Background: an optimization exercise with open tools, aiming at small area. Do not read the settings as production practice. Function was checked by simulation only, so behaviour that the tests miss may differ from the original. No activity file was given, so power comes from the tool's default toggle rates. The clock port is modelled as an ideal driver; clocking choices that lean on that would not hold on a real chip.

==> config.mk <==
export PLATFORM = sky130hd
export DESIGN_NAME = ahbl_sram_responder
export DESIGN_NICKNAME = ahbl_sram_responder
export VERILOG_FILES = /design/flow/design.v
export SDC_FILE = /design/flow/constraint.sdc
export NUM_CORES = 4
export LEC_CHECK = 0
export CAP_MARGIN = 20
export CORE_MARGIN = 2
export CORE_UTILIZATION = 40
export SLEW_MARGIN = 20
==> constraint.sdc <==
create_clock -name core_clock -period 6.0 [get_ports {clk}]
set_input_delay 1.2000 -clock core_clock [delete_from_list [all_inputs] [get_ports {clk}]]
set_output_delay 1.2000 -clock core_clock [all_outputs]
set_load 0.01 [all_outputs]
==> design.v <==
package ahbl_pkg;
  localparam logic [1:0] HTRANS_IDLE = 2'd0;
  localparam logic [1:0] HTRANS_BUSY = 2'd1;
  localparam logic [1:0] HTRANS_NSEQ = 2'd2;
  localparam logic [1:0] HTRANS_SEQ  = 2'd3;
  localparam logic [2:0] HSIZE_BYTE  = 3'd0;
  localparam logic [2:0] HSIZE_HALF  = 3'd1;
  localparam logic [2:0] HSIZE_WORD  = 3'd2;
  localparam logic [2:0] HSIZE_DWORD = 3'd3;
  localparam logic HRESP_OKAY  = 1'b0;
  localparam logic HRESP_ERROR = 1'b1;
  localparam logic [7:0] LFSR_TAPS = 8'hB8;
  localparam logic [7:0] LFSR_SEED = 8'h01;
  typedef enum logic [1:0] {S_IDLE, S_WAIT, S_ERR1, S_ERR2} sram_state_t;
endpackage
module ahbl_sram_responder
#(
  parameter int W_ADDR    = 32,
  parameter int W_DATA    = 32,
  parameter int DEPTH     = 64,
  parameter int NSEQ_WAIT = 1,
  parameter int SEQ_WAIT  = 0
) (
  input  logic              clk,
  input  logic              rst,
  output logic              ahbls_hready_resp,
  input  logic              ahbls_hready,
  output logic              ahbls_hresp,
  input  logic [W_ADDR-1:0] ahbls_haddr,
  input  logic              ahbls_hwrite,
  input  logic [1:0]        ahbls_htrans,
  input  logic [2:0]        ahbls_hsize,
  input  logic [2:0]        ahbls_hburst,
  input  logic [3:0]        ahbls_hprot,
  input  logic              ahbls_hmastlock,
  input  logic [W_DATA-1:0] ahbls_hwdata,
  output logic [W_DATA-1:0] ahbls_hrdata
);
  localparam int BYTES = W_DATA / 8;
  localparam int OFF_W = $clog2(BYTES);
  localparam int IDX_W = $clog2(DEPTH);
  localparam logic [W_ADDR-1:0] MEM_BYTES = W_ADDR'(DEPTH * BYTES);
  ahbl_pkg::sram_state_t             r_state, w_state_nxt;
  logic [4:0]              r_cnt, w_cnt_nxt;
  logic                    r_pend;
  logic [OFF_W+IDX_W-1:0]  r_addr;
  logic                    r_write;
  logic [2:0]              r_size;
  logic [W_DATA-1:0]       r_mem [DEPTH];
  logic [W_DATA-1:0]       r_rdata;
  logic                    w_xfer_ok, w_cap, w_in_range, w_commit;
  logic                    w_rd_en, w_rdata_clr, w_unused;
  logic [4:0]              w_base_wait, w_cap_wait;
  logic [IDX_W-1:0]        w_cap_idx, w_idx, w_rd_idx;
  logic [BYTES-1:0]        w_strb;
  logic [W_DATA-1:0]       w_rd_word;
  assign w_xfer_ok   = ahbls_hready_resp && ahbls_hready;
  assign w_cap       = w_xfer_ok && ahbls_htrans[1];
  assign w_in_range  = ahbls_haddr < MEM_BYTES;
  assign w_cap_idx   = ahbls_haddr[OFF_W +: IDX_W];
  assign w_idx       = r_addr[OFF_W +: IDX_W];
  assign w_base_wait = ahbls_htrans[0] ? 5'(SEQ_WAIT) : 5'(NSEQ_WAIT);
  assign w_commit    = r_pend && r_write && (r_state == ahbl_pkg::S_IDLE) && ahbls_hready;
  assign w_cap_wait = w_base_wait;
  assign w_unused   = ^{ahbls_hburst, ahbls_hprot, ahbls_hmastlock};
  always_comb begin
    w_strb = '0;
    for (int b = 0; b < BYTES; b++)
      w_strb[b] = (32'(b) >> r_size) == (32'(r_addr[OFF_W-1:0]) >> r_size);
  end
  always_comb begin
    w_state_nxt       = r_state;
    w_cnt_nxt         = r_cnt;
    ahbls_hready_resp = 1'b1;
    ahbls_hresp       = ahbl_pkg::HRESP_OKAY;
    w_rd_en           = 1'b0;
    w_rd_idx          = w_idx;
    w_rdata_clr       = 1'b0;
    case (r_state)
      ahbl_pkg::S_WAIT: begin
        ahbls_hready_resp = 1'b0;
        w_cnt_nxt         = r_cnt - 5'd1;
        if (r_cnt == 5'd1) begin
          w_state_nxt = ahbl_pkg::S_IDLE;
          w_rd_en     = !r_write;
        end
      end
      ahbl_pkg::S_ERR1: begin
        ahbls_hready_resp = 1'b0;
        ahbls_hresp       = ahbl_pkg::HRESP_ERROR;
        w_state_nxt       = ahbl_pkg::S_ERR2;
      end
      ahbl_pkg::S_ERR2:  ahbls_hresp = ahbl_pkg::HRESP_ERROR;
      default: ;
    endcase
    if (ahbls_hready_resp && ahbls_hready) begin
      w_state_nxt = ahbl_pkg::S_IDLE;
      if (ahbls_htrans[1]) begin
        if (!w_in_range) begin
          w_state_nxt = ahbl_pkg::S_ERR1;
          w_rdata_clr = !ahbls_hwrite;
        end else if (w_cap_wait != 5'd0) begin
          w_state_nxt = ahbl_pkg::S_WAIT;
          w_cnt_nxt   = w_cap_wait;
        end else begin
          w_rd_en  = !ahbls_hwrite;
          w_rd_idx = w_cap_idx;
        end
      end
    end
  end
  always_comb begin
    w_rd_word = r_mem[w_rd_idx];
    for (int b = 0; b < BYTES; b++)
      if (w_commit && w_strb[b] && (w_idx == w_rd_idx))
        w_rd_word[8*b +: 8] = ahbls_hwdata[8*b +: 8];
  end
  always_ff @(posedge clk) begin
    if (!rst && w_commit)
      for (int b = 0; b < BYTES; b++)
        if (w_strb[b]) r_mem[w_idx][8*b +: 8] <= ahbls_hwdata[8*b +: 8];
  end
  always_ff @(posedge clk) begin
    if (rst) begin
      r_state <= ahbl_pkg::S_IDLE;
      r_cnt   <= '0;
      r_pend  <= 1'b0;
      r_rdata <= '0;
    end else begin
      r_state <= w_state_nxt;
      r_cnt   <= w_cnt_nxt;
      if (w_xfer_ok) r_pend <= w_cap && w_in_range;
      if (w_cap) begin
        r_addr  <= ahbls_haddr[OFF_W+IDX_W-1:0];
        r_write <= ahbls_hwrite;
        r_size  <= ahbls_hsize;
      end
      if (w_rd_en)          r_rdata <= w_rd_word;
      else if (w_rdata_clr) r_rdata <= '0;
    end
  end
  assign ahbls_hrdata = r_rdata;
endmodule
==> run.sh <==
#!/bin/bash
# synth_recipe.tcl (not shown) runs the flow's synth.tcl, then flattens the netlist and writes it again
# the make line also repeats each setting of config.mk as NAME=value (left out here)
make -C /OpenROAD-flow-scripts/flow DESIGN_CONFIG=/design/flow/config.mk WORK_HOME=/design/flow/orfs CLKGATE_MAP_FILE= SYNTH_SCRIPT=/design/flow/synth_recipe.tcl finish
==> results.tsv, run 1 <==
metric	value	unit
cts_buffers	212	
finalMaxSlewViolations	0	
yosysWarnings	1	
min_period	5.00	ns
syn_avg_cell_area	14.8	um^2
crit_start	ahbls_haddr[18]	
synth-edff-count	2060	
cts_max_path_buffers	3	
fin_skew	0.0342	ns
final_util	0.466	
fin_hold_ws	0.460	ns
netlist.area_leader.share	0.734	
ff_latch_area	62700	um^2
cts.reportedPaths.clkPinSlew	0.06	ns
cts-htree-levels	4	
clock_sinks	2100	
p_leak	32.8	nW
post_cts_resized	0	
core_area	210000	um^2
grt_max_degree	100	
grt_pass1_vias	51300	
synth_common_cells	edfxtp_1 (2,060), nand2_1 (762), mux2i_1 (465)	
fin_setup_tns	0	ns
critPathRequiredTime	6.74	ns
antenna_found_initial	32	
cts_setup_buffers	0	
synthTopCellsByArea	edfxtp_1 (73%), mux2i_1 (5.5%), nand2_1 (3.4%)	
r2r-start	r_state[0]	
criticalPathCategory	input pin to flop	
cpPeakStageDelay	0.87	ns
vias	54700	
yosysTopAreaCell	edfxtp_1	
path_buf_inv	4	
layout.nets	6101	
portBuffers	106	
ys_async_sr_fraction	0	
rr_endpoint	r_rdata[16]	
multi_input_area	20000	um^2
cp-start-kind	input pin	
dieWidth	463	um
rows	168	
grt_overflow	0	
cp.depth	13	
worstSkewPairLatency	0.88	ns
die_area	214000	um^2
grt_pass1_wl	400	mm
dpl_worst_slack	0.170	ns
crit_fanout	34	
fmax	0.200	GHz
wl_per_cell	32.1	um
dp_hpwl	184	mm
cts_hold_buf	0	
n_fill_cell	18200	
start_util	0.402	
status	finished clean	
grtUsageTotal	0.263	
syn_inst	5682	
die_y	463	um
path_cells	clkdlybuf4s50_1, nor4_1, and4_1, nand2_4, nand2_8, buf_12, buf_12, mux2i_1, o221ai_1, nor4_1, buf_4, a211o_1, o21ai_1	
place.gp.congestion	0.947	
first_pass_iters	9	
crit_family	simple AND/OR/NAND/NOR gates	
dr.first_iter.drc_count	7823	
rrSetupSlack	1.24	ns
drive_above_1_share	0.132	
max-cap-violations	0	
rsz0062_at_grt	false	
power_density	323	nW/um^2
syn-num-nets	5769	
postRouteAntennaNets	0	
crit_slowest_cell	nor4_1	
hold_viol	0	
fin_crit_sh	0.833	
area_delta_synth_final	15.8	%
synth_flop_cell	edfxtp_1	
root_buffer	clkbuf_16	
power	0.0315	W
setup_slack	0.999	ns
synth-seq-area-share	0.744	
via_per_inst	6.06	
setup_viol	0	
irDropWorstVdd	317	uV
crit_arrival	5.74	ns
tritoncts	yes	
tightest_slew	1.24	ns
min_path_type	flop to flop	
remaining_drc_errors	0	
timing.slew.headroom	0.175	
endpoint	r_rdata[25]	
reg2reg_depth	12	
synth.distinct_cells	81	
yosysMostFrequentCell	edfxtp_1	
io_pins	115	
syn_area	84300	um^2
crit_path_end_kind	flop	
synth-seq-cells	2100	
drt-total-wl	289	mm
==> where the power goes <==
part	switching (W)	leakage, nW	total (W)	internal, W
logic	0.00171	10.7	0.00243	0.000721
registers	0.0000439	18.8	0.0162	0.0161
clock network	0.00567	3.31	0.0129	0.00726
==> through the flow <==
stage          instance area (um^2)  std cells
3_5_place_dp                  90800       8605
6_report                      97600       9023
3_3_place_gp                  90700       8604
5_1_grt                       97500       9004
4_1_cts                       97500       9003
2_1_floorplan                 84300       5682
==> worst min path at each step <==
| stage | start | endpoint | slack (ns) | depth (start not counted) |
|---|---|---|---|---|
| 2_1_floorplan | r_pend | r_pend | 0.43 | 2 |
| 3_3_place_gp | r_pend | r_pend | 0.44 | 2 |
| 3_5_place_dp | r_pend | r_pend | 0.45 | 2 |
| 4_1_cts | r_pend | r_pend | 0.46 | 2 |
| 5_1_grt | r_pend | r_pend | 0.49 | 2 |
| 6_report | r_pend | r_pend | 0.46 | 2 |
==> registers in the layout, indices dropped and copies added (netlist names) <==
register / cells
r_cnt: 5
r_pend: 1
r_mem: 2048
r_write: 1
r_size: 3
r_addr: 8
r_rdata: 32
r_state: 2
==> cell families after synthesis <==
family / share of synthesized area
compound gates: 0.0863
xor+xnor: 0.00104
fa+ha+maj: 0.000891
buf+inv: 0.0222
flops: 0.744
mux: 0.0572
simple gates: 0.0888
==> tightest hold or removal path: stages (launching register included) <==
cell	delay, ns
dfxtp_1	0.31
nand2_1	0.05
a21oi_1	0.05
==> cell type report <==
| type | count | area share |
|---|---|---|
| sequential | 2100 | 0.642 |
| inverter | 15 | 0.000577 |
| clock buffer | 281 | 0.0585 |
| antenna | 20 | 0.000513 |
| timing repair buffer | 505 | 0.0464 |
| multi-input combinational | 3180 | 0.205 |
| clock inverter | 117 | 0.0109 |
| tap | 2805 | 0.0360 |
==> per-layer routing <==
metal,track usage,routed length (um),vias up
met4,0.135,16100,28
met2,0.389,127000,3382
li1,-,-,22800
met1,0.351,113000,27800
met5,0,173,-
met3,0.0757,32700,703
==> cells in the final DEF (no fill, tap or decap), drive strengths merged, types with 9 or more instances in the layout <==
cell	n
a21oi	196
nand4	23
dfxtp	40
buf	431
nor4	78
a32oi	23
o21ai	53
clkinv	90
bufinv	13
clkbuf	281
a22oi	80
o211ai	10
a211oi	295
edfxtp	2060
o221ai	46
clkdlybuf4s50	74
a2111oi	36
nand2	765
mux2	15
and2	9
nor2	321
a31o	14
a311oi	12
and3	212
a21o	16
a211o	33
o31ai	25
nor3	27
o22ai	73
a22o	12
diode	20
nand3	183
mux2i	465
nand2b	11
a31oi	46
inv	23
==> run 2: changes to the inputs <==
==> design.v (replaced) <==
package ahbl_pkg;
  localparam logic [1:0] HTRANS_IDLE = 2'd0;
  localparam logic [1:0] HTRANS_BUSY = 2'd1;
  localparam logic [1:0] HTRANS_NSEQ = 2'd2;
  localparam logic [1:0] HTRANS_SEQ  = 2'd3;
  localparam logic [2:0] HSIZE_BYTE  = 3'd0;
  localparam logic [2:0] HSIZE_HALF  = 3'd1;
  localparam logic [2:0] HSIZE_WORD  = 3'd2;
  localparam logic [2:0] HSIZE_DWORD = 3'd3;
  localparam logic HRESP_OKAY  = 1'b0;
  localparam logic HRESP_ERROR = 1'b1;
  localparam logic [7:0] LFSR_TAPS = 8'hB8;
  localparam logic [7:0] LFSR_SEED = 8'h01;
  typedef enum logic [1:0] {S_IDLE, S_WAIT, S_ERR1, S_ERR2} sram_state_t;
endpackage
module ahbl_sram_responder
#(
  parameter int W_ADDR    = 32,
  parameter int W_DATA    = 32,
  parameter int DEPTH     = 64,
  parameter int NSEQ_WAIT = 1,
  parameter int SEQ_WAIT  = 0
) (
  input  logic              clk,
  input  logic              rst,
  output logic              ahbls_hready_resp,
  input  logic              ahbls_hready,
  output logic              ahbls_hresp,
  input  logic [W_ADDR-1:0] ahbls_haddr,
  input  logic              ahbls_hwrite,
  input  logic [1:0]        ahbls_htrans,
  input  logic [2:0]        ahbls_hsize,
  input  logic [2:0]        ahbls_hburst,
  input  logic [3:0]        ahbls_hprot,
  input  logic              ahbls_hmastlock,
  input  logic [W_DATA-1:0] ahbls_hwdata,
  output logic [W_DATA-1:0] ahbls_hrdata
);
  localparam int BYTES = W_DATA / 8;
  localparam int OFF_W = $clog2(BYTES);
  localparam int IDX_W = $clog2(DEPTH);
  localparam logic [W_ADDR-1:0] MEM_BYTES = W_ADDR'(DEPTH * BYTES);
  logic               r_wait;    
  logic               r_err;     
  logic [IDX_W-1:0]   r_idx;     
  logic [BYTES-1:0]   r_wstrb;   
  logic [W_DATA-1:0]  r_mem [DEPTH];
  logic               w_xfer, w_cap, w_in_range;
  logic [BYTES-1:0]   w_strb, w_we;
  assign ahbls_hready_resp = !r_wait;
  assign ahbls_hresp       = r_err;
  assign w_xfer     = !r_wait && ahbls_hready;
  assign w_cap      = ahbls_htrans[1];
  assign w_in_range = ahbls_haddr < MEM_BYTES;
  always_comb
    for (int b = 0; b < BYTES; b++)
      w_strb[b] = (32'(b) >> ahbls_hsize) == (32'(ahbls_haddr[OFF_W-1:0]) >> ahbls_hsize);
  assign w_we = (!rst && w_xfer) ? r_wstrb : '0;
  always_ff @(posedge clk) begin
    if (rst) begin
      r_wait  <= 1'b0;
      r_err   <= 1'b0;
      r_wstrb <= '0;
    end else begin
      r_wait <= w_xfer && w_cap && (!w_in_range || !ahbls_htrans[0]);
      if (w_xfer) begin
        r_err   <= w_cap && !w_in_range;
        r_wstrb <= (w_cap && w_in_range && ahbls_hwrite) ? w_strb : '0;
      end
    end
  end
  always_ff @(posedge clk)
    if (w_xfer) r_idx <= ahbls_haddr[OFF_W +: IDX_W];
  always_ff @(posedge clk)
    for (int b = 0; b < BYTES; b++)
      if (w_we[b]) r_mem[r_idx][8*b +: 8] <= ahbls_hwdata[8*b +: 8];
  assign ahbls_hrdata = r_mem[r_idx];
endmodule
==> run 2 against run 1 <==
Effect of this change:
- sequential power is essentially flat
- register-to-register slack gained 0.97 ns
- critical path depth shrank 7
- sequential share of layout area grew 4.1 points
- final cell count shrank 26%
- global-route usage shrank 6.3 points
- clock skew grew 0.00076 ns
==> results.tsv, run 2 <==
metric	value	unit	change
layout.nets	3930		-36%
synth-edff-count	2054		-0.29%
yosysWarnings	1		unchanged
cts_setup_buffers	0		unchanged
status	finished clean		
antenna_found_initial	7		-78%
dpl_worst_slack	1.08	ns	+0.906 ns
fmax	0.173	GHz	-13%
dieWidth	450	um	-2.9%
root_buffer	clkbuf_16		
fin_crit_sh	0.961		+0.128
post_cts_resized	0		unchanged
grt_overflow	0		unchanged
largest-register	r_mem		
criticalPathCategory	flop to output pin		
portBuffers	106		unchanged
drt-total-wl	203	mm	-30%
rsz0062_at_grt	false		
grt_pass1_wl	287	mm	-28%
max-cap-violations	0		unchanged
place.gp.congestion	0.831		-12%
clock_sinks	2066		-1.6%
layout_commonest_cell	edfxtp_1		
cts_hold_buf	0		unchanged
syn_avg_cell_area	22.2	um^2	+50%
start_util	0.403		+0.000527
rows	163		-3.0%
synth_flop_cell	edfxtp_1		
worstSkewPairLatency	0.84	ns	-0.04 ns
crit_path_end_kind	output pin		
hold_viol	0		unchanged
synth.distinct_cells	37		-54%
crit_family	multiplexers		
irDropWorstVdd	229	uV	-28%
core_area	197000	um^2	-5.9%
synthTopCellsByArea	edfxtp_1 (78%), mux4_2 (16%), nor2_1 (1.6%)		
largest_register_ffs	2048		unchanged
design_area	90700	um^2	-7.1%
remaining_drc_errors	0		unchanged
post_dp_cell_area	84200	um^2	-7.2%
via_per_inst	5.68		-6.3%
area_delta_synth_final	14.2	%	
vias	37800		-31%
die_area	202000	um^2	-5.7%
yosysMostFrequentCell	edfxtp_1		
mostFrequentLayoutCells	edfxtp_1 (2,054), mux4_2 (574), nor2_1 (328)		
fin_skew	0.0350	ns	+0.000761 ns
syn_inst	3570		-37%
netlist.area_leader.share	0.777		+0.0427
grt_pass1_vias	38000		-26%
postRouteAntennaNets	0		unchanged
crit_fanout	31		-8.8%
syn_area	79400	um^2	-5.8%
dp_hpwl	125	mm	-32%
synth_common_cells	edfxtp_1 (2,054), mux4_2 (574), nor2_1 (328)		
min_path_type	flop to flop		
synth-seq-area-share	0.780		+0.0362
timing.slew.headroom	0.193		+0.0182
cpPeakStageDelay	0.95	ns	+0.08 ns
largestRegisters	r_mem x2048, r_idx x6, r_wstrb x4		
io_pins	115		unchanged
cts-htree-levels	4		unchanged
p_leak	27.5	nW	-16%
power_density	336	nW/um^2	+4.0%
path_buf_inv	2		-2
path_cells	buf_4, mux4_2, mux4_2, o22ai_1, nor2_1, clkdlybuf4s50_1		
finalMaxSlewViolations	0		unchanged
critPathRequiredTime	4.80	ns	-1.94 ns
tightest_slew	1.21	ns	-0.0289 ns
fin_setup_tns	0	ns	unchanged
cts_buffers	204		-3.8%
setup_viol	0		unchanged
yosysTopAreaCell	edfxtp_1		
synth-seq-cells	2066		-1.6%
drive_above_1_share	0.267		+0.135
min_period	5.77	ns	+0.768 ns
crit_arrival	4.57	ns	-1.17 ns
syn-num-nets	3651		-37%
cts.reportedPaths.clkPinSlew	0.06	ns	about the same
die_y	450	um	-2.9%
cp-start-kind	flop		
grt_max_degree	67		-33%
crit_slowest_cell	dfxtp_4		
wl_per_cell	30.5	um	-4.8%
first_pass_iters	8		-1
dr.first_iter.drc_count	4647		-41%
setup_slack	0.232	ns	-0.768 ns
crit_top_cell	mux4_2		
cts_max_path_buffers	3		unchanged
tritoncts	yes		
ys_async_sr_fraction	0		unchanged
grtUsageTotal	0.199		-0.0634
run 2: cell types whose count changed after synthesis, sizes merged, moves of 47 or more:
cell | previous run | this run
a211oi | 295 | 0
a21oi | 196 | 66
a22oi | 80 | 0
and3 | 212 | 3
buf | 224 | 94
clkbuf | 163 | 110
mux2i | 465 | 34
mux4 | 0 | 574
nand2 | 765 | 100
nand3 | 183 | 3
nor4 | 78 | 6
o21ai | 53 | 6
run 2: worst reg2reg max path: stages, from the launching register on:
cell and delay, ns:
edfxtp_1 0.59, nor3_1 0.91, nand2_1 0.96, nor2_1 0.95
run 2: path summary, 6_finish.rpt:
check | depth (start not counted) | start | to | slack [ns]
worst max register to register | 3 | r_idx[2] | r_mem[48][10] | 2.21
worst min-delay path | 2 | r_err | r_err | 0.46
worst min register to register | 2 | r_err | r_err | 0.46
worst max-delay path | 6 | flop | ahbls_hrdata[3] | 0.23
run 2: power by group:
group	switching [W]	internal (W)
logic	0.00130	0.000946
clock network	0.00543	0.00687
registers	0.0000666	0.0159
total	0.00679	0.0237
run 2: area by class of cell:
class,instances,area (um^2)
fill,16300,107000
sequential,2066,61900
multi-input combinational,1296,16600
clock buffer,251,5280
tap,2640,3300
timing repair buffer,277,2490
clock inverter,118,1090
inverter,4,15.0
antenna,5,12.5
run 2: layer usage:
metal	up-vias	wire length, um	track usage
li1	15600	-	-
met1	20400	81000	0.265
met2	1475	98100	0.319
met3	347	17300	0.0535
met4	4	6780	0.0658
met5	-	84	0
run 2: through the flow:
step                power, W  instances  hold slack [ns]   util
floorplan             0.0175       3570            0.426      -
global placement      0.0185       6282            0.443  0.427
detailed placement    0.0185       6283            0.448  0.427
CTS                   0.0307       6652            0.461  0.460
global route          0.0314       6652            0.477  0.460
finish                0.0305       6657            0.458  0.460
run 2: logic make-up after synthesis:
family / share of synthesized area
and+or+nand+nor: 0.0247
AOI/OAI and AO/OA: 0.0160
DFF: 0.780
buffers and inverters: 0.0122
muxes: 0.167
==> run 3: changes to the inputs <==
--- a/design.v
+++ b/design.v
@@ -42,9 +42,12 @@
   localparam logic [W_ADDR-1:0] MEM_BYTES = W_ADDR'(DEPTH * BYTES);
-  logic               r_wait;    
-  logic               r_err;     
-  logic [IDX_W-1:0]   r_idx;     
-  logic [BYTES-1:0]   r_wstrb;   
-  logic [W_DATA-1:0]  r_mem [DEPTH];
-  logic               w_xfer, w_cap, w_in_range;
-  logic [BYTES-1:0]   w_strb, w_we;
+  logic                    r_wait;    
+  logic                    r_err;     
+  logic [IDX_W-1:0]        r_idx;     
+  logic [BYTES-1:0]        r_wstrb;   
+  logic [DEPTH*W_DATA-1:0] r_mem;     
+  logic                    w_xfer, w_cap, w_in_range;
+  logic [BYTES-1:0]        w_strb, w_we;
+  logic [DEPTH-1:0]        w_sel;
+  logic [W_DATA-1:0]       w_wd;
+  logic [DEPTH*BYTES-1:0]  w_keep;
   assign ahbls_hready_resp = !r_wait;
@@ -73,6 +76,75 @@
     if (w_xfer) r_idx <= ahbls_haddr[OFF_W +: IDX_W];
-  always_ff @(posedge clk)
-    for (int b = 0; b < BYTES; b++)
-      if (w_we[b]) r_mem[r_idx][8*b +: 8] <= ahbls_hwdata[8*b +: 8];
-  assign ahbls_hrdata = r_mem[r_idx];
+  always_comb begin
+    for (int w = 0; w < DEPTH; w++)
+      w_sel[w] = r_idx == IDX_W'(w);
+    for (int i = 0; i < W_DATA; i++)
+      w_wd[i] = ahbls_hwdata[i] && w_we[i/8];
+    for (int w = 0; w < DEPTH; w++)
+      for (int b = 0; b < BYTES; b++)
+        w_keep[w*BYTES+b] = !(w_sel[w] && w_we[b]);
+  end
+  logic [DEPTH*W_DATA-1:0] w_mem_nxt;
+  for (genvar w = 0; w < DEPTH; w++) begin : g_word
+    for (genvar i = 0; i < W_DATA; i++) begin : g_bit
+      ahbl_sram_bit_next u_next (
+        .i_q    (r_mem[w*W_DATA+i]),
+        .i_keep (w_keep[w*BYTES+i/8]),
+        .i_sel  (w_sel[w]),
+        .i_wd   (w_wd[i]),
+        .o_d    (w_mem_nxt[w*W_DATA+i])
+      );
+    end
+  end
+  always_ff @(posedge clk) r_mem <= w_mem_nxt;
+  for (genvar i = 0; i < W_DATA; i++) begin : g_rd
+    logic [DEPTH-1:0] w_col;
+    for (genvar w = 0; w < DEPTH; w++) begin : g_col
+      assign w_col[w] = r_mem[w*W_DATA+i];
+    end
+    ahbl_sram_read_bit #(.DEPTH(DEPTH)) u_rd (
+      .i_sel  (w_sel),
+      .i_col  (w_col),
+      .o_data (ahbls_hrdata[i])
+    );
+  end
 endmodule
+module ahbl_sram_bit_next (
+  input  logic i_q,
+  input  logic i_keep,
+  input  logic i_sel,
+  input  logic i_wd,
+  output logic o_d
+);
+  assign o_d = (i_q && i_keep) || (i_wd && i_sel);
+endmodule
+module ahbl_sram_aoi3 (
+  input  logic [2:0] i_sel,
+  input  logic [2:0] i_dat,
+  output logic       o_n
+);
+  assign o_n = !(|(i_sel & i_dat));
+endmodule
+module ahbl_sram_read_bit
+#(
+  parameter int DEPTH = 64
+) (
+  input  logic [DEPTH-1:0] i_sel,
+  input  logic [DEPTH-1:0] i_col,
+  output logic             o_data
+);
+  localparam int NG = DEPTH / 3;
+  localparam int NR = DEPTH - 3*NG;
+  logic [NG-1:0] w_n;
+  for (genvar g = 0; g < NG; g++) begin : g_grp
+    ahbl_sram_aoi3 u_aoi (
+      .i_sel (i_sel[3*g +: 3]),
+      .i_dat (i_col[3*g +: 3]),
+      .o_n   (w_n[g])
+    );
+  end
+  if (NR > 0) begin : g_rest
+    assign o_data = !(&w_n) || |(i_sel[DEPTH-1 -: NR] & i_col[DEPTH-1 -: NR]);
+  end else begin : g_norest
+    assign o_data = !(&w_n);
+  end
+endmodule
--- a/config.mk
+++ b/config.mk
@@ -9,3 +9,6 @@
 export CORE_MARGIN = 2
-export CORE_UTILIZATION = 40
+export CORE_UTILIZATION = 70
+export CTS_CLUSTER_DIAMETER = 60
+export CTS_CLUSTER_SIZE = 30
 export SLEW_MARGIN = 20
+export SYNTH_HIERARCHICAL = 1
==> run 3 against run 2 <==
Effect of this change:
- cell area shrank 13%
- worst setup slack lost 0.23 ns
- maximum frequency shrank 3.8%
- still clean on timing, DRC and antenna
- critical path depth grew 3
- non-clock buffer count grew 24
==> results.tsv, run 3 <==
metric	value	unit	change
clock_sinks	2060		-0.29%
root_buffer	clkbuf_16		
hp-start	r_mem[1597]		
layout_commonest_cell	dfxtp_1		
synth-edff-count	6		-99.7%
fin_skew	0.0259	ns	-0.00911 ns
dp_hpwl	125	mm	-0.17%
dpl.cell_count	7072		+13%
largestRegisters	r_mem x2048, r_idx x6, r_wstrb x4		
syn_area	69800	um^2	-12%
switching_share	0.234		+0.0112
yosysWarnings	7		+6
n_fill_cell	5928		-64%
grt_max_degree	69		+3.0%
cts_setup_buffers	0		unchanged
pwr-share-comb	0.010		-0.064
cts.reportedPaths.clkPinSlew	0.09	ns	+0.03 ns
synth-seq-cells	2060		-0.29%
p_clk_frac	0.406		+0.002
worstHoldPathCells	1		-1
largest_register_ffs	2048		unchanged
fin_crit_sh	0.999		+0.0376
ff_latch_area	41300	um^2	-33%
max-cap-violations	0		unchanged
netlist.area_leader.share	0.589		-0.187
core_area	98600	um^2	-50%
vias	56400		+49%
syn_inst	5524		+55%
io_pins	115		unchanged
remaining_drc_errors	0		unchanged
die_area	102000	um^2	-49%
crit_fanout	19		-39%
dr.first_iter.drc_count	9347		+100%
portBuffers	106		unchanged
via_per_inst	7.73		+36%
multi_input_area	28700	um^2	+73%
criticalPathCategory	flop to output pin		
first_pass_iters	10		+2
syn-num-nets	5605		+54%
grt_pass1_vias	53100		+40%
power_density	296	nW/um^2	-12%
finalMaxSlewViolations	0		unchanged
die_y	320	um	-29%
layout.nets	5986		+52%
seq_power_share	0.583		+0.060
synth_common_cells	dfxtp_1 (2,054), a22o_1 (2,048), a222oi_1 (672)		
largest-register	r_mem		
yosysMostFrequentCell	dfxtp_1		
synthTopCellsByArea	dfxtp_1 (59%), a22o_1 (26%), a222oi_1 (9.6%)		
rr_endpoint	r_mem[587]		
min_period	5.99	ns	+0.225 ns
r2r-start	r_idx[5]		
min_to	r_mem[1597]		
cp-start-kind	flop		
setup_viol	0		unchanged
grtUsageTotal	0.370		+0.171
wl_per_cell	27.2	um	-11%
p_leak	29.2	nW	+5.9%
hold_viol	0		unchanged
tritoncts	yes		
rows	115		-29%
mostFrequentLayoutCells	dfxtp_1 (2,054), a22o_1 (2,048), a222oi_1 (672)		
dieWidth	320	um	-29%
synth-seq-area-share	0.592		-0.188
design_area	79100	um^2	-13%
synth_flop_cell	dfxtp_1		
cts-htree-levels	3		-1
post_dp_cell_area	74600	um^2	-11%
cts_buffers	117		-43%
reg2reg_depth	5		+2
rsz0062_at_grt	false		
postRouteAntennaNets	0		unchanged
power.switching	0.00548	W	-19%
yosysTopAreaCell	dfxtp_1		
drt-total-wl	198	mm	-2.5%
irDropWorstVdd	379	uV	+66%
fin_setup_tns	0	ns	unchanged
cts_max_path_buffers	3		unchanged
crit_arrival	4.79	ns	+0.22 ns
ys_async_sr_fraction	0		unchanged
internal-power	0.0180	W	-24%
status	finished clean		
tightest_slew	1.11	ns	-0.0947 ns
timing.slew.headroom	0.257		+0.0643
area_delta_synth_final	13.4	%	
min_path_type	flop to flop		
synth.distinct_cells	31		-16%
drive_above_1_share	0.0876		-0.179
cts_hold_buf	0		unchanged
place.gp.congestion	0.891		+7.2%
post_cts_resized	1		+1
worstSkewPairLatency	0.74	ns	-0.10 ns
critPathRequiredTime	4.80	ns	about the same
syn_avg_cell_area	12.6	um^2	-43%
crit_path_end_kind	output pin		
start_util	0.708		+0.305
antenna_found_initial	0		-7
num_antenna_cells	0		-5
grt_overflow	0		unchanged
rrSetupSlack	2.63	ns	+0.42 ns
fmax	0.167	GHz	-3.8%
grt_pass1_wl	306	mm	+6.6%
instances_no_fill	7292		+9.5%
-- run 3: worst max-delay path, stage by stage (launching register included) --
cell             delay (ns)
edfxtp_1               0.49
and2b_1                0.24
nand3_1                0.45
nor2_4                 0.26
buf_4                  0.25
a222oi_1               0.35
nand4_1                0.35
nor4_1                 0.84
nand2_1                0.23
clkdlybuf4s50_1        0.58
-- run 3: cells by family after synthesis --
logic type | count (synthesis) | share of synthesized area
buffers and inverters | 43 | 0.00482
AND/OR/NAND/NOR | 659 | 0.0452
flip-flops | 2060 | 0.592
AO/OA/AOI/OAI | 2762 | 0.358
-- run 3: power groups by stage --
stage / logic (W) / clock network (W) / registers, W
5_1_grt: 0.000254 / 0.0101 / 0.0137
2_1_floorplan: 0.0000894 / 0 / 0.0140
6_report: 0.000244 / 0.00952 / 0.0137
3_3_place_gp: 0.000230 / 0 / 0.0140
4_1_cts: 0.000236 / 0.00958 / 0.0137
3_5_place_dp: 0.000235 / 0 / 0.0140
-- run 3: final cells by class --
type | instances | share of cell area
Multi-Input combinational cell | 3421 | 0.362
Inverter | 4 | 0.000190
Clock inverter | 92 | 0.0170
Timing Repair Buffer | 301 | 0.0392
Sequential cell | 2060 | 0.522
Clock buffer | 127 | 0.0391
Tap cell | 1287 | 0.0204
-- run 3: worst max path at each step --
stage	start	endpoint	slack (ns)	cells past startpoint
after floorplan	r_idx[3]	ahbls_hrdata[0]	0.96	7
after global placement	r_idx[3]	ahbls_hrdata[0]	0.73	9
after detailed placement	r_idx[3]	ahbls_hrdata[0]	0.77	9
after CTS	r_idx[4]	ahbls_hrdata[11]	0.01	9
after global routing	r_idx[4]	ahbls_hrdata[6]	0.0004	9
final	r_idx[3]	ahbls_hrdata[27]	0.006	9
-- run 3: layer usage --
layer  vias to the layer above  GRT usage  routed length (um)
li1                      24900          -                   -
met1                     27800      0.521               80400
met2                      3163      0.569               89600
met3                       435     0.0463               18200
met4                         0      0.180                9940
met5                         -          0                   0
-- run 3: metrics by stage --
| step | utilization | hold slack (ns) | setup WS [ns] | total power, W |
|---|---|---|---|---|
| global route | 0.803 | 0.499 | 0.000439 | 0.0240 |
| global placement | 0.757 | 0.464 | 0.731 | 0.0142 |
| CTS | 0.802 | 0.491 | 0.00982 | 0.0235 |
| floorplan | - | 0.455 | 0.962 | 0.0141 |
| finish | 0.803 | 0.490 | 0.00633 | 0.0234 |
| detailed placement | 0.757 | 0.469 | 0.769 | 0.0142 |
-- run 3: Yosys stat by module, one instance, submodules excluded, a selection --
module               flops+latches  times used
ahbl_sram_responder           2060           1
ahbl_sram_aoi3                   0         672
ahbl_sram_bit_next               0        2048
==> run 4: changes to the inputs <==
==> flow/run.sh (new file) <==
#!/bin/bash
# Layout flow: the standard ORFS flow (standard.sh), unchanged synthesis,
# with two changes: clock tree synthesis builds larger sink clusters without
# dummy loads, and the port buffers use the smallest buffer cell.
set -euo pipefail
export CTS_ARGS="-sink_clustering_enable -repair_clock_nets -dont_use_dummy_load -sink_clustering_size 35 -sink_clustering_max_diameter 70"
export BUFFER_PORTS_ARGS="-buffer_cell sky130_fd_sc_hd__buf_1"
bash standard.sh > standard_flow.log 2>&1
==> standard.sh (new file) <==
#!/bin/bash
# synth_recipe.tcl (not shown) runs the flow's synth.tcl, then flattens the netlist and writes it again
# the make line also repeats each setting of config.mk as NAME=value (left out here)
make -C /OpenROAD-flow-scripts/flow DESIGN_CONFIG=/design/flow/config.mk WORK_HOME=/design/flow/orfs CLKGATE_MAP_FILE= SYNTH_SCRIPT=/design/flow/synth_recipe.tcl "${@:-finish}"
--- a/config.mk
+++ b/config.mk
@@ -10,4 +10,2 @@
 export CORE_UTILIZATION = 70
-export CTS_CLUSTER_DIAMETER = 60
-export CTS_CLUSTER_SIZE = 30
 export SLEW_MARGIN = 20
removed: run.sh
==> run 4 against run 3 <==
Effect of this change:
- still clean on timing, DRC and antenna
- sequential cell count unchanged
- worst hold slack worse by 0.0067 ns
- wire length down 3.9%
- maximum frequency up 5.1%
- clock power down 32%
- via count down 2.5%
- utilization down 3.6 points
- register-to-register slack about the same
- first-iteration DRC count down 5.5%
- worst setup slack better by 0.29 ns
- power down 13%
- final cell count down 2.4%
- largest cell class unchanged
==> results.tsv, run 4 <==
metric	value	unit	change
cp-start-kind	flop		
die_y	320	um	unchanged
timing.slew.headroom	0.281		+0.0234
fmax	0.175	GHz	+5.1%
io_pins	115		unchanged
synth-seq-area-share	0.592		unchanged
ys_async_sr_fraction	0		unchanged
yosysWarnings	7		unchanged
yosysTopAreaCell	dfxtp_1		
cts_max_path_buffers	3		unchanged
portBuffers	106		unchanged
layout.nets	5912		-1.2%
crit_top_cell	nand2_1		
cts.reportedPaths.clkPinSlew	0.12	ns	+0.03 ns
max-cap-violations	0		unchanged
drive_above_1_share	0.0585		-0.0291
n_fill_cell	6531		+10%
internal-power	0.0162	W	-9.5%
dr.first_iter.drc_count	8833		-5.5%
path_cells	nand2_1, buf_4, nor2_4, buf_12, a222oi_1, nand4_1, nor4_1, nand2_1, buf_1		
grtUsageTotal	0.357		-0.0128
synthMuxAreaShare	0		unchanged
synth_compound_area_frac	0.358		unchanged
syn_avg_cell_area	12.6	um^2	unchanged
wl_per_cell	26.8	um	-1.5%
largest_register_ffs	2048		unchanged
status	finished clean		
synth.distinct_cells	31		unchanged
start_util	0.708		unchanged
remaining_drc_errors	0		unchanged
largest-register	r_mem		
pwr-share-comb	0.010		about the same
layout_commonest_cell	dfxtp_1		
worstSkewPairLatency	0.73	ns	about the same
fin_setup_tns	0	ns	unchanged
dieWidth	320	um	unchanged
synth-edff-count	6		unchanged
core_area	98600	um^2	unchanged
fin_crit_sh	0.951		-0.0483
area_delta_synth_final	8.32	%	
cts_setup_buffers	0		unchanged
synthXorXnorAreaFrac	0		unchanged
crit_family	simple AND/OR/NAND/NOR gates		
cts-htree-levels	3		unchanged
syn-num-nets	5605		unchanged
first_pass_iters	10		unchanged
place.gp.congestion	0.882		-1.1%
largestRegisters	r_mem x2048, r_idx x6, r_wstrb x4		
crit_arrival	4.50	ns	-0.29 ns
netlist.area_leader.share	0.589		unchanged
antenna_found_initial	0		unchanged
fin_skew	0.0560	ns	+0.0302 ns
yosys.area_share.simple	0.0452		unchanged
grt_pass1_vias	51000		-3.8%
power.switching	0.00416	W	-24%
crit_slowest_cell	nor4_1		
rows	115		unchanged
synth_common_cells	dfxtp_1 (2,054), a22o_1 (2,048), a222oi_1 (672)		
power_density	270	nW/um^2	-8.8%
finalMaxSlewViolations	0		unchanged
switching_share	0.204		-0.0299
crit_fanout	52		+33
critPathRequiredTime	4.80	ns	about the same
drt-total-wl	190	mm	-3.9%
p_leak	27.5	nW	-5.6%
grt_pass1_wl	296	mm	-3.4%
setup_viol	0		unchanged
postRouteAntennaNets	0		unchanged
synth-seq-cells	2060		unchanged
clock_sinks	2060		unchanged
dp_hpwl	123	mm	-1.7%
min_period	5.70	ns	-0.290 ns
cts_hold_buf	0		unchanged
grt_max_degree	69		unchanged
synthTopCellsByArea	dfxtp_1 (59%), a22o_1 (26%), a222oi_1 (9.6%)		
path_buf_inv	3		+1
criticalPathCategory	flop to output pin		
min_path_type	flop to flop		
cpPeakStageDelay	0.88	ns	+0.04 ns
via_per_inst	7.73		about the same
tritoncts	yes		
root_buffer	clkbuf_16		
synthAdderAreaFrac	0		unchanged
irDropWorstVdd	292	uV	-23%
yosysMostFrequentCell	dfxtp_1		
rsz0062_at_grt	false		
post_cts_resized	0		-1
p_clk_frac	0.320		-0.086
vias	55000		-2.5%
grt_overflow	0		unchanged
synth_top_family_by_area	compound AO/OA/AOI/OAI gates		
num_antenna_cells	0		unchanged
crit_path_end_kind	output pin		
mostFrequentLayoutCells	dfxtp_1 (2,054), a22o_1 (2,048), a222oi_1 (672)		
syn_area	69800	um^2	unchanged
cts_buffers	84		-28%
synth_flop_cell	dfxtp_1		
die_area	102000	um^2	unchanged
seq_power_share	0.670		+0.087
syn_inst	5524		unchanged
hold_viol	0		unchanged
tightest_slew	1.08	ns	-0.0325 ns
fin_hold_ws	0.483	ns	-0.00673 ns
[run 4: changes by cell type in the layout (fill, tap and decap cells not counted), sizes merged]
cell           change
clkinvlp           -3
inv               -46
bufinv             -1
clkbuf            -43
clkdlybuf4s50    -106
clkinv            -42
buf               +65
[run 4: cell type report]
cell class	instances	area, um^2	share of cell area
Multi-Input combinational cell	3421	28600	0.378
Clock buffer	84	2100	0.0278
Tap cell	1287	1610	0.0213
Inverter	4	15.0	0.000199
Timing Repair Buffer	260	1950	0.0259
Sequential cell	2060	41300	0.546
[run 4: layer usage]
metal	part of all wire	routed length, um	GRT usage
met5	0	0	0
met4	0.050	9570	0.171
met3	0.088	16700	0.0448
met2	0.44	84400	0.538
met1	0.42	79800	0.514
[run 4: cell families after synthesis]
logic type / Yosys count
simple gates: 659
compound gates: 2762
buf+inv: 43
flops: 2060
[run 4: power groups by stage]
stage               clock network [W]  registers (W)   logic, W
finish                        0.00652         0.0137   0.000205
global route                  0.00703         0.0137   0.000216
CTS                           0.00657         0.0137   0.000199
detailed placement                  0         0.0140   0.000198
global placement                    0         0.0140   0.000194
floorplan                           0         0.0140  0.0000894
[run 4: through the flow]
step                total power [W]   util  cells  setup WS (ns)  instance area, um^2
global placement             0.0142  0.745   7031           1.15                73400
CTS                          0.0204  0.767   7115          0.323                75500
detailed placement           0.0142  0.745   7031           1.11                73400
floorplan                    0.0141      -   5524          0.962                69800
global route                 0.0209  0.767   7116          0.289                75600
finish                       0.0204  0.767   7116          0.296                75600
[run 4: tightest hold or removal path: stages (launching register included)]
cell     delay (ns)
dfxtp_1        0.32
inv_1          0.05
o32ai_1        0.07
[run 4: modules after synthesis (local to each module, per instance), excerpt]
module | flip-flops and latches | cells inside | times used | area [um^2]
ahbl_sram_aoi3 | 0 | 1 | 672 | 10.0
ahbl_sram_bit_next | 0 | 1 | 2048 | 8.76
ahbl_sram_responder | 2060 | 2516 | 1 | 43500
[run 4: worst paths after layout]
path                                from              end  slack [ns]  cells after the start
worst max register to register  r_idx[5]       r_mem[651]        2.64                      5
worst max-delay path            r_idx[4]  ahbls_hrdata[7]        0.30                      9
worst min register to register     r_err            r_err        0.48                      2
worst min-delay path               r_err            r_err        0.48                      2
==> run 5: changes to the inputs <==
--- a/flow/run.sh
+++ b/flow/run.sh
@@ -5,3 +5,3 @@
 set -euo pipefail
-export CTS_ARGS="-sink_clustering_enable -repair_clock_nets -dont_use_dummy_load -sink_clustering_size 35 -sink_clustering_max_diameter 70"
+export CTS_ARGS="-sink_clustering_enable -repair_clock_nets -dont_use_dummy_load -sink_clustering_size 30 -sink_clustering_max_diameter 100"
 export BUFFER_PORTS_ARGS="-buffer_cell sky130_fd_sc_hd__buf_1"
--- a/config.mk
+++ b/config.mk
@@ -9,3 +9,3 @@
 export CORE_MARGIN = 2
-export CORE_UTILIZATION = 70
+export CORE_UTILIZATION = 80
 export SLEW_MARGIN = 20
==> run 5 against run 4 <==
Effect of this change:
- sequential power about the same
- cell area is 0.76% lower
- still clean
- sequential cell count is the same
- first-iteration DRC count is 31% higher
- critical path depth down 1
- largest power group unchanged
- highest routed layer unchanged
==> results.tsv, run 5 <==
metric	value	unit	change
cts_setup_buffers	0		unchanged
status	finished clean		
power_density	270	nW/um^2	-0.16%
min_path_type	flop to flop		
setup_slack	0.103	ns	-0.194 ns
yosysMostFrequentCell	dfxtp_1		
fin_skew	0.0466	ns	-0.00944 ns
path_buf_inv	2		-1
grt_overflow	0		unchanged
synth-seq-cells	2060		unchanged
grt_use_met1	0.586		+0.0726
place.gp.congestion	0.910		+3.2%
dr.first_iter.drc_count	11600		+31%
grt_pass1_vias	53800		+5.3%
use_met3	0.0587		+0.0139
dieWidth	299	um	-6.4%
fin_crit_sh	0.983		+0.0323
cpPeakStageDelay	0.85	ns	-0.03 ns
syn_avg_cell_area	12.6	um^2	unchanged
antenna_found_initial	0		unchanged
cts_hold_buf	0		unchanged
synth_common_cells	dfxtp_1 (2,054), a22o_1 (2,048), a222oi_1 (672)		
syn-num-nets	5605		unchanged
irDropWorstVdd	304	uV	+4.1%
largestRegisters	r_mem x2048, r_idx x6, r_wstrb x4		
yosysWarnings	7		unchanged
cts_buffers	78		-7.1%
first_pass_iters	13		+3
area_delta_synth_final	7.50	%	
p_leak	27.4	nW	-0.58%
worstSkewPairLatency	0.69	ns	-0.04 ns
post_dp_cell_area	73000	um^2	-0.63%
remaining_drc_errors	0		unchanged
dp_hpwl	127	mm	+3.0%
critPathRequiredTime	4.80	ns	about the same
grtUsageTotal	0.423		+0.0658
cts.reportedPaths.clkPinSlew	0.11	ns	about the same
wl_per_cell	28.6	um	+7.0%
layout.nets	5900		-0.20%
syn_area	69800	um^2	unchanged
dpl_worst_slack	1.03	ns	-0.0871 ns
rsz0062_at_grt	false		
tightest_slew	1.27	ns	+0.189 ns
syn_inst	5524		unchanged
fmax	0.170	GHz	-3.3%
setup_viol	0		unchanged
crit_fanout	37		-29%
finalMaxSlewViolations	0		unchanged
fin_setup_tns	0	ns	unchanged
root_buffer	clkbuf_16		
cts-htree-levels	3		unchanged
via_per_inst	8.20		+6.1%
met2_usage	0.646		+0.108
design_area	75000	um^2	-0.76%
clock_sinks	2060		unchanged
mostFrequentLayoutCells	dfxtp_1 (2,054), a22o_1 (2,048), a222oi_1 (672)		
path_cells	nand2_1, nor2_4, buf_4, a222oi_1, nand4_1, nor4_1, nand2_1, buf_1		
hp-start	r_mem[633]		
drive_above_1_share	0.0567		-0.00177
synth_flop_cell	dfxtp_1		
io_pins	115		unchanged
tritoncts	yes		
largest_register_ffs	2048		unchanged
crit_arrival	4.70	ns	+0.20 ns
top_usage_layer	met2		
die_y	299	um	-6.4%
largest-register	r_mem		
r2r-start	r_idx[0]		
portBuffers	106		unchanged
synth.distinct_cells	31		unchanged
crit_family	simple AND/OR/NAND/NOR gates		
timing.slew.headroom	0.151		-0.129
die_area	89600	um^2	-12%
crit_top_cell	nand2_1		
synth-edff-count	6		unchanged
core_area	86600	um^2	-12%
min_period	5.90	ns	+0.194 ns
max-cap-violations	0		unchanged
yosysTopAreaCell	dfxtp_1		
num_antenna_cells	0		unchanged
synthTopCellsByArea	dfxtp_1 (59%), a22o_1 (26%), a222oi_1 (9.6%)		
crit_start	r_idx[5]		
cts_max_path_buffers	3		unchanged
grt_pass1_wl	307	mm	+3.9%
crit_slowest_cell	nor4_1		
vias	57200		+4.0%
netlist.area_leader.share	0.589		unchanged
cp-start-kind	flop		
criticalPathCategory	flop to output pin		
synth-seq-area-share	0.592		unchanged
ys_async_sr_fraction	0		unchanged
post_cts_resized	0		unchanged
hold_viol	0		unchanged
postRouteAntennaNets	0		unchanged
layout_commonest_cell	dfxtp_1		
start_util	0.805		+0.0976
rows	108		-6.1%
grt_max_degree	69		unchanged
crit_path_end_kind	output pin		
drt-total-wl	200	mm	+4.8%
-- run 5: changes by cell type in the layout (fill, tap and decap cells not counted) --
cell and delta:
and3_4 +3, and2_2 -1, nor2_2 +1, buf_12 -20, buf_16 +1, clkbuf_16 -6, buf_4 +13, and3_2 -3
nor2_1 -1, and2_4 +1
-- run 5: cells by family (layout without fill, tap and decap cells) --
| family | after synthesis | in the layout | synth area share |
|---|---|---|---|
| AOI/OAI and AO/OA | 2762 | 2762 | 0.358 |
| buffers and inverters | 43 | 336 | 0.00482 |
| and+or+nand+nor | 659 | 659 | 0.0452 |
| DFF | 2060 | 2060 | 0.592 |
-- run 5: worst register-to-register path, delay by kind of cell, from the launching register on --
| family | cells | cell delay (ns) |
|---|---|---|
| AND/OR/NAND/NOR | 4 | 2.12 |
| flip-flops | 1 | 0.51 |
| buffers and inverters | 1 | 0.47 |
| AO/OA/AOI/OAI | 1 | 0.33 |
-- run 5: stage by stage --
stage	hold slack, ns	std cells	utilization	power (W)
5_1_grt	0.502	6972	0.866	0.0207
3_3_place_gp	0.464	6892	0.843	0.0142
3_5_place_dp	0.469	6892	0.843	0.0142
2_1_floorplan	0.455	5524	-	0.0141
4_1_cts	0.492	6970	0.865	0.0202
6_report	0.493	6972	0.866	0.0202
-- run 5: path summary, 6_finish.rpt --
kind / to / slack [ns] / cells after the start
min: r_mem[633] / 0.49 / 1
min reg2reg: r_mem[633] / 0.49 / 1
max reg2reg: r_mem[905] / 2.47 / 6
max: ahbls_hrdata[20] / 0.10 / 8
-- run 5: Yosys stat by module, one instance, submodules excluded, excerpt --
module	area (um^2)	cells inside	flops+latches
ahbl_sram_responder	43500	2516	2060
ahbl_sram_aoi3	10.0	1	0
ahbl_sram_bit_next	8.76	1	0
-- run 5: final cells by class --
| class | instances | area (um^2) |
|---|---|---|
| well taps | 1155 | 1450 |
| repair buffers | 254 | 1680 |
| inverters | 4 | 15.0 |
| clock buffers | 78 | 1950 |
| multi-input cells | 3421 | 28600 |
| flip-flops and latches | 2060 | 41300 |
| fillers | 4444 | 11600 |
-- run 5: where the power goes --
part	total [W]	switching, W	internal (W)
clock	0.00633	0.00397	0.00236
sequential	0.0137	0.00000419	0.0137
combinational	0.000211	0.000173	0.0000376
-- run 5: routing by layer --
metal / vias to the layer above / routed length (um)
li1: 24600 / -
met1: 27900 / 75700
met2: 4138 / 89200
met3: 573 / 23200
met4: 0 / 11500
met5: - / 0
==> run 6: changes to the inputs <==
--- a/design.v
+++ b/design.v
@@ -126,2 +126,20 @@
 endmodule
+module ahbl_sram_nand2 (
+  input  logic [1:0] i_a,
+  output logic       o_n
+);
+  assign o_n = !(&i_a);
+endmodule
+module ahbl_sram_nand4 (
+  input  logic [3:0] i_a,
+  output logic       o_n
+);
+  assign o_n = !(&i_a);
+endmodule
+module ahbl_sram_nor2 (
+  input  logic [1:0] i_a,
+  output logic       o_n
+);
+  assign o_n = !(|i_a);
+endmodule
 module ahbl_sram_read_bit
@@ -134,6 +152,6 @@
 );
-  localparam int NG = DEPTH / 3;
-  localparam int NR = DEPTH - 3*NG;
-  logic [NG-1:0] w_n;
-  for (genvar g = 0; g < NG; g++) begin : g_grp
+  logic [21:0] w_n;     
+  logic [5:0]  w_any;   
+  logic [2:0]  w_none;  
+  for (genvar g = 0; g < 21; g++) begin : g_grp
     ahbl_sram_aoi3 u_aoi (
@@ -144,7 +162,11 @@
   end
-  if (NR > 0) begin : g_rest
-    assign o_data = !(&w_n) || |(i_sel[DEPTH-1 -: NR] & i_col[DEPTH-1 -: NR]);
-  end else begin : g_norest
-    assign o_data = !(&w_n);
+  ahbl_sram_nand2 u_last (.i_a({i_sel[DEPTH-1], i_col[DEPTH-1]}), .o_n(w_n[21]));
+  for (genvar k = 0; k < 5; k++) begin : g_nand
+    ahbl_sram_nand4 u_nand (.i_a(w_n[4*k +: 4]), .o_n(w_any[k]));
   end
+  ahbl_sram_nand2 u_nand2 (.i_a(w_n[21:20]), .o_n(w_any[5]));
+  for (genvar k = 0; k < 3; k++) begin : g_nor
+    ahbl_sram_nor2 u_nor (.i_a(w_any[2*k +: 2]), .o_n(w_none[k]));
+  end
+  assign o_data = !(&w_none);
 endmodule
==> run 6 against run 5 <==
Effect of this change:
- die area increased by 0.17%
- clock skew decreased by 0.0061 ns
- maximum frequency increased by 8.6%
- cell area increased by 0.19%
- global-route usage increased by 2.9 points
- first-iteration DRC count increased by 0.85%
- utilization increased by 0.16 points
- count of clock-buffer cells in the layout unchanged
- register-to-register slack improved by 0.08 ns
- power increased by 0.17%
- non-clock buffer count decreased by 10
- sequential cell count unchanged
==> results.tsv, run 6 <==
metric	value	unit	change
remaining_drc_errors	0		unchanged
vias	58000		+1.5%
grt_max_degree	69		unchanged
die_y	300	um	about the same
irDropWorstVdd	300	uV	-1.4%
rows	108		unchanged
rsz0062_at_grt	false		
yosysWarnings	7		unchanged
crit_path_end_kind	output pin		
ff_latch_area	41300	um^2	unchanged
instances_no_fill	7026		+0.77%
setup_viol	0		unchanged
synth-seq-area-share	0.591		-0.00102
p_leak	27.3	nW	-0.27%
die_area	89700	um^2	+0.17%
root_buffer	clkbuf_16		
fin_crit_sh	0.905		-0.0782
min_period	5.43	ns	-0.469 ns
drive_above_1_share	0.0543		-0.00240
crit_arrival	4.23	ns	-0.47 ns
synth-seq-cells	2060		unchanged
power_density	270	nW/um^2	about the same
timing.slew.headroom	0.178		+0.0263
path_buf_inv	3		+1
syn_area	69900	um^2	+0.17%
mostFrequentLayoutCells	dfxtp_1 (2,054), a22o_1 (2,048), a222oi_1 (672)		
max-cap-violations	0		unchanged
place.gp.congestion	0.884		-2.8%
fin_skew	0.0405	ns	-0.00611 ns
yosysMostFrequentCell	dfxtp_1		
antenna_found_initial	0		unchanged
rrSetupSlack	2.55	ns	+0.08 ns
path_cells	or2_1, buf_4, nor2_4, buf_12, a222oi_1, nand4_1, nor2_1, nand3_1, buf_1		
portBuffers	106		unchanged
hold_viol	0		unchanged
wl_per_cell	30.3	um	+5.9%
min_path_type	flop to flop		
netlist.area_leader.share	0.588		-0.00101
num_antenna_cells	0		unchanged
design_area	75100	um^2	+0.19%
grt_pass1_vias	54200		+0.90%
cts-htree-levels	3		unchanged
clock_sinks	2060		unchanged
synth-edff-count	6		unchanged
largest-register	r_mem		
post_dp_cell_area	73100	um^2	+0.18%
cpPeakStageDelay	0.72	ns	-0.13 ns
crit_fanout	35		-5.4%
dieWidth	300	um	about the same
crit_slowest_cell	or2_1		
critPathRequiredTime	4.80	ns	about the same
syn_avg_cell_area	12.5	um^2	-0.98%
cts_buffers	78		unchanged
grt_pass1_wl	320	mm	+4.2%
layout_commonest_cell	dfxtp_1		
final_util	0.867		+0.00160
worstSkewPairLatency	0.70	ns	about the same
crit_family	simple AND/OR/NAND/NOR gates		
layout.nets	5954		+0.92%
status	finished clean		
post_cts_resized	0		unchanged
criticalPathCategory	flop to output pin		
largest_register_ffs	2048		unchanged
io_pins	115		unchanged
multi_input_area	28700	um^2	+0.35%
n_fill_cell	4398		-1.0%
cp-start-kind	flop		
core_area	86600	um^2	unchanged
synth_common_cells	dfxtp_1 (2,054), a22o_1 (2,048), a222oi_1 (672)		
syn_inst	5588		+1.2%
dp_hpwl	134	mm	+5.8%
synth_flop_cell	dfxtp_1		
via_per_inst	8.26		+0.68%
ys_async_sr_fraction	0		unchanged
area_delta_synth_final	7.51	%	about the same
syn-num-nets	5669		+1.1%
largestRegisters	r_mem x2048, r_idx x6, r_wstrb x4		
tritoncts	yes		
start_util	0.807		+0.00139
cts_setup_buffers	0		unchanged
dr.first_iter.drc_count	11700		+0.85%
first_pass_iters	10		-3
synth.distinct_cells	30		-3.2%
postRouteAntennaNets	0		unchanged
fin_setup_tns	0	ns	unchanged
cts.reportedPaths.clkPinSlew	0.11	ns	about the same
grt_overflow	0		unchanged
dpl.cell_count	6945		+0.77%
cts_hold_buf	0		unchanged
drt-total-wl	213	mm	+6.7%
tightest_slew	1.23	ns	-0.0377 ns
yosysTopAreaCell	dfxtp_1		
cts_max_path_buffers	3		unchanged
fmax	0.184	GHz	+8.6%
grtUsageTotal	0.452		+0.0291
synthTopCellsByArea	dfxtp_1 (59%), a22o_1 (26%), a222oi_1 (9.6%)		
finalMaxSlewViolations	0		unchanged
## run 6: cell count changes in the layout (fill, tap and decap cells not counted), sizes merged
cell	before	now
a211oi	32	0
nor2	69	165
nor4	38	6
buf	254	244
nand4	130	162
## run 6: stage by stage
stage	power [W]	hold slack, ns	setup WS (ns)
6_report	0.0203	0.494	0.572
5_1_grt	0.0207	0.506	0.546
4_1_cts	0.0202	0.495	0.733
3_5_place_dp	0.0142	0.469	1.47
3_3_place_gp	0.0142	0.464	1.54
2_1_floorplan	0.0141	0.455	1.07
## run 6: final timing paths
path | cells past startpoint | endpoint | start
worst max-delay path | 9 | ahbls_hrdata[29] | r_idx[4]
worst min-delay path | 1 | r_mem[357] | r_mem[357]
worst max register to register | 5 | r_mem[1246] | r_idx[4]
worst min register to register | 1 | r_mem[357] | r_mem[357]
## run 6: logic make-up after synthesis
logic type      after synthesis  synth area share
flops                      2060             0.591
compound gates             2730             0.354
buf+inv                      43           0.00482
simple gates                755            0.0503
## run 6: per-module statistics from Yosys (local to each module, per instance), a selection
module | cells inside | flops+latches | cell area [um^2]
ahbl_sram_aoi3 | 1 | 0 | 10.0
ahbl_sram_nand2 | 1 | 0 | 3.75
ahbl_sram_nor2 | 1 | 0 | 3.75
ahbl_sram_bit_next | 1 | 0 | 8.76
ahbl_sram_nand4 | 1 | 0 | 6.26
ahbl_sram_responder | 2516 | 2060 | 43500
## run 6: report_power, final
part           internal [W]  switching, W
sequential           0.0137    0.00000466
clock               0.00236       0.00400
combinational     0.0000385      0.000177
total                0.0161       0.00418
## run 6: area by class of cell
class | instances | share of cell area
Sequential cell | 2060 | 0.550
Timing Repair Buffer | 244 | 0.0228
Inverter | 4 | 0.000200
Tap cell | 1155 | 0.0192
Clock buffer | 78 | 0.0260
Multi-Input combinational cell | 3485 | 0.382
## run 6: per-layer routing
| metal | wire, um | track usage | share of wire |
|---|---|---|---|
| met5 | 0 | 0 | 0 |
| met4 | 12800 | 0.238 | 0.060 |
| met3 | 28500 | 0.0931 | 0.13 |
| met2 | 92900 | 0.678 | 0.44 |
| met1 | 78900 | 0.622 | 0.37 |
## run 6: worst reg2reg max path, cell delays in order, from the launching register on
cell,delay [ns]
edfxtp_1,0.45
nand2b_2,0.62
nor2_4,0.98
buf_4,0.60
nand2_1,0.40
a22o_1,0.32
==> run 7: changes to the inputs <==
==> run.sh (new file) <==
#!/bin/bash
# synth_recipe.tcl (not shown) runs the flow's synth.tcl, then flattens the netlist and writes it again
# the make line also repeats each setting of config.mk as NAME=value (left out here)
make -C /OpenROAD-flow-scripts/flow DESIGN_CONFIG=/design/flow/config.mk WORK_HOME=/design/flow/orfs CLKGATE_MAP_FILE= SYNTH_SCRIPT=/design/flow/synth_recipe.tcl finish
--- a/config.mk
+++ b/config.mk
@@ -10,2 +10,4 @@
 export CORE_UTILIZATION = 80
+export CTS_CLUSTER_DIAMETER = 100
+export CTS_CLUSTER_SIZE = 28
 export SLEW_MARGIN = 20
removed: flow/run.sh
removed: standard.sh
==> run 7 against run 6 <==
Effect of this change:
- clock power increased by 4.2%
- die area unchanged
- maximum frequency decreased by 6.1%
- largest power group unchanged
- still clean on timing, DRC and antenna
- highest routed layer is now met5
==> results.tsv, run 7 <==
metric	value	unit	change
status	finished clean		
first_pass_iters	11		+1
dpl_worst_slack	1.12	ns	-0.350 ns
irDropWorstVdd	295	uV	-1.7%
synthXorXnorAreaFrac	0		unchanged
post_cts_resized	0		unchanged
layout_commonest_cell	dfxtp_1		
finalMaxSlewViolations	0		unchanged
largest-register	r_mem		
power_density	270	nW/um^2	+0.13%
yosysMostFrequentCell	dfxtp_1		
synthTopCellsByArea	dfxtp_1 (59%), a22o_1 (26%), a222oi_1 (9.6%)		
p_leak	27.8	nW	+1.8%
start_util	0.807		unchanged
grt_pass1_vias	54800		+0.97%
root_buffer	clkbuf_16		
cts_hold_buf	0		unchanged
fin_crit_sh	0.963		+0.0587
crit_path_end_kind	output pin		
cts.reportedPaths.clkPinSlew	0.11	ns	about the same
wl_per_cell	30.7	um	+1.3%
dieWidth	300	um	unchanged
min_period	5.78	ns	+0.352 ns
netlist.area_leader.share	0.588		unchanged
synth-edff-count	6		unchanged
vias	58700		+1.1%
setup_viol	0		unchanged
setup_slack	0.220	ns	-0.352 ns
place.gp.congestion	0.910		+2.9%
postRouteAntennaNets	0		unchanged
critPathRequiredTime	4.80	ns	about the same
cts_buffers	83		+6.4%
worstSkewPairLatency	0.70	ns	about the same
cts-htree-levels	3		unchanged
grtUsageTotal	0.459		+0.00653
yosys.area_share.simple	0.0503		unchanged
timing.slew.headroom	0.207		+0.0291
synth-seq-cells	2060		unchanged
area_delta_synth_final	9.01	%	
ys_async_sr_fraction	0		unchanged
synth-seq-area-share	0.591		unchanged
fin_skew	0.0252	ns	-0.0153 ns
post_dp_cell_area	74000	um^2	+1.2%
rows	108		unchanged
synth_flop_cell	dfxtp_1		
synth_compound_area_frac	0.354		unchanged
cts_setup_buffers	0		unchanged
yosysTopAreaCell	dfxtp_1		
tritoncts	yes		
min_path_type	flop to flop		
layout.nets	5982		+0.47%
crit_fanout	35		unchanged
hold_viol	0		unchanged
tightest_slew	1.19	ns	-0.0407 ns
dp_hpwl	138	mm	+3.2%
syn_avg_cell_area	12.5	um^2	unchanged
cts_max_path_buffers	3		unchanged
die_area	89700	um^2	unchanged
drive_above_1_share	0.0598		+0.00543
design_area	76200	um^2	+1.4%
rsz0062_at_grt	false		
syn-num-nets	5669		unchanged
grt_overflow	0		unchanged
mostFrequentLayoutCells	dfxtp_1 (2,054), a22o_1 (2,048), a222oi_1 (672)		
largest_register_ffs	2048		unchanged
fin_setup_tns	0	ns	unchanged
syn_area	69900	um^2	unchanged
remaining_drc_errors	0		unchanged
die_y	300	um	unchanged
synthMuxAreaShare	0		unchanged
cp-start-kind	flop		
criticalPathCategory	flop to output pin		
yosysWarnings	7		unchanged
grt_pass1_wl	324	mm	+1.2%
syn_inst	5588		unchanged
max-cap-violations	0		unchanged
io_pins	115		unchanged
drt-total-wl	217	mm	+1.9%
synth.distinct_cells	30		unchanged
synth_common_cells	dfxtp_1 (2,054), a22o_1 (2,048), a222oi_1 (672)		
core_area	86600	um^2	unchanged
antenna_found_initial	16		+16
synthAdderAreaFrac	0		unchanged
largestRegisters	r_mem x2048, r_idx x6, r_wstrb x4		
grt_max_degree	69		unchanged
clock_sinks	2060		unchanged
fmax	0.173	GHz	-6.1%
crit_arrival	4.58	ns	+0.35 ns
synth_top_family_by_area	compound AO/OA/AOI/OAI gates		
dr.first_iter.drc_count	12100		+3.4%
portBuffers	106		unchanged
via_per_inst	8.30		+0.48%
[run 7: cell types whose count changed in the layout (fill, tap and decap cells not counted), moves of 3 or more]
cell,delta
clkdlybuf4s50_1,+106
inv_6,+3
clkbuf_16,+7
diode_2,+8
buf_1,-106
buf_4,+24
[run 7: through the flow]
step                utilization  power, W  hold slack, ns  instances
global placement          0.854    0.0142           0.464       6968
global route              0.879    0.0210           0.502       7065
CTS                       0.879    0.0205           0.495       7059
finish                    0.880    0.0206           0.493       7069
floorplan                     -    0.0141           0.455       5588
detailed placement        0.854    0.0142           0.469       6969
[run 7: critical path, cell delays in order, from the launching register on]
cell and delay (ns):
edfxtp_1 0.45, nand2b_2 0.62, nor2_4 0.95, buf_4 0.60, a222oi_1 0.19, nand4_1 0.29, nor2_1 0.11, nand3_1 0.11
clkdlybuf4s50_1 0.54
[run 7: cell type report]
cell class,instances,area (um^2)
antenna,8,20.0
clock buffer,86,2130
clock inverter,4,32.5
fill,4069,10400
inverter,4,15.0
multi-input combinational,3485,28700
sequential,2060,41300
tap,1155,1450
timing repair buffer,267,2530
[run 7: worst paths after layout]
| kind | from | end | slack, ns | cells after the start |
|---|---|---|---|---|
| worst max-delay path | r_idx[5] | ahbls_hrdata[29] | 0.22 | 8 |
| worst min-delay path | r_mem[458] | r_mem[458] | 0.49 | 1 |
| worst max register to register | r_idx[5] | r_mem[539] | 2.49 | 5 |
| worst min register to register | r_mem[458] | r_mem[458] | 0.49 | 1 |
[run 7: cells by family after synthesis]
family / Yosys count
DFF: 2060
buffers and inverters: 43
and+or+nand+nor: 755
AOI/OAI and AO/OA: 2730
[run 7: power by group]
| group | internal, W | leakage (nW) | switching (W) | total [W] |
|---|---|---|---|---|
| Clock | 0.00257 | 1.07 | 0.00406 | 0.00663 |
| Combinational | 0.0000723 | 10.1 | 0.000184 | 0.000256 |
| Sequential | 0.0137 | 16.6 | 0.00000449 | 0.0137 |
[run 7: routing by layer]
layer,share of wire,GRT usage,up-vias
met5,0.00050,0,-
met4,0.062,0.253,18
met3,0.14,0.109,742
met2,0.43,0.682,4542
met1,0.37,0.622,28600
li1,-,-,24800
[run 7: modules after synthesis, one instance, submodules excluded, excerpt]
module	copies in the design	cells inside	flops+latches	cell area, um^2
ahbl_sram_aoi3	672	1	0	10.0
ahbl_sram_bit_next	2048	1	0	8.76
ahbl_sram_nand2	64	1	0	3.75
ahbl_sram_nand4	160	1	0	6.26
ahbl_sram_nor2	96	1	0	3.75
ahbl_sram_responder	1	2516	2060	43500

## port drivers added, routing unchanged
The results above use ideal ports. As a check the final layouts listed here were re-extracted and re-timed, cells and wires unchanged.
Step 1, drivers: a clkbuf_16 drives clk and a buf_2 each remaining input, both assumed.
Step 2 moves the port delays by t, midway between the first and last clock arrival at a register: inputs arrive t later, outputs are due t later. That takes back most of the time a late clock gives input paths.
Slacks: ideal ports / drivers / drivers and shift; pairs: ideal ports / drivers.
run	t (ns)	setup slack, ns	hold WS [ns]	worst setup path at the end	pins driven straight from the clock port
run 1	0.963	0.999 / 1.073 / 0.110	0.460 / 0.460 / 0.460	input to register	1
run 2	0.921	0.232 / 0.141 / 1.063	0.458 / 0.458 / 0.458	register to output	1
run 3	0.808	0.006 / -0.068 / 0.741	0.490 / 0.490 / 0.490	register to output	1
run 4	0.773	0.296 / 0.216 / 0.989	0.483 / 0.483 / 0.483	register to output	1
run 5	0.738	0.103 / 0.031 / 0.769	0.493 / 0.493 / 0.493	register to output	1
run 6	0.757	0.572 / 0.492 / 1.249	0.494 / 0.494 / 0.494	register to output	1
run 7	0.765	0.220 / 0.145 / 0.910	0.493 / 0.493 / 0.493	register to output	1
After both steps every run listed still meets setup and hold. The setup slack of run 1, which loses most, moves by +0.074 ns with the drivers and by -0.889 ns with both steps.
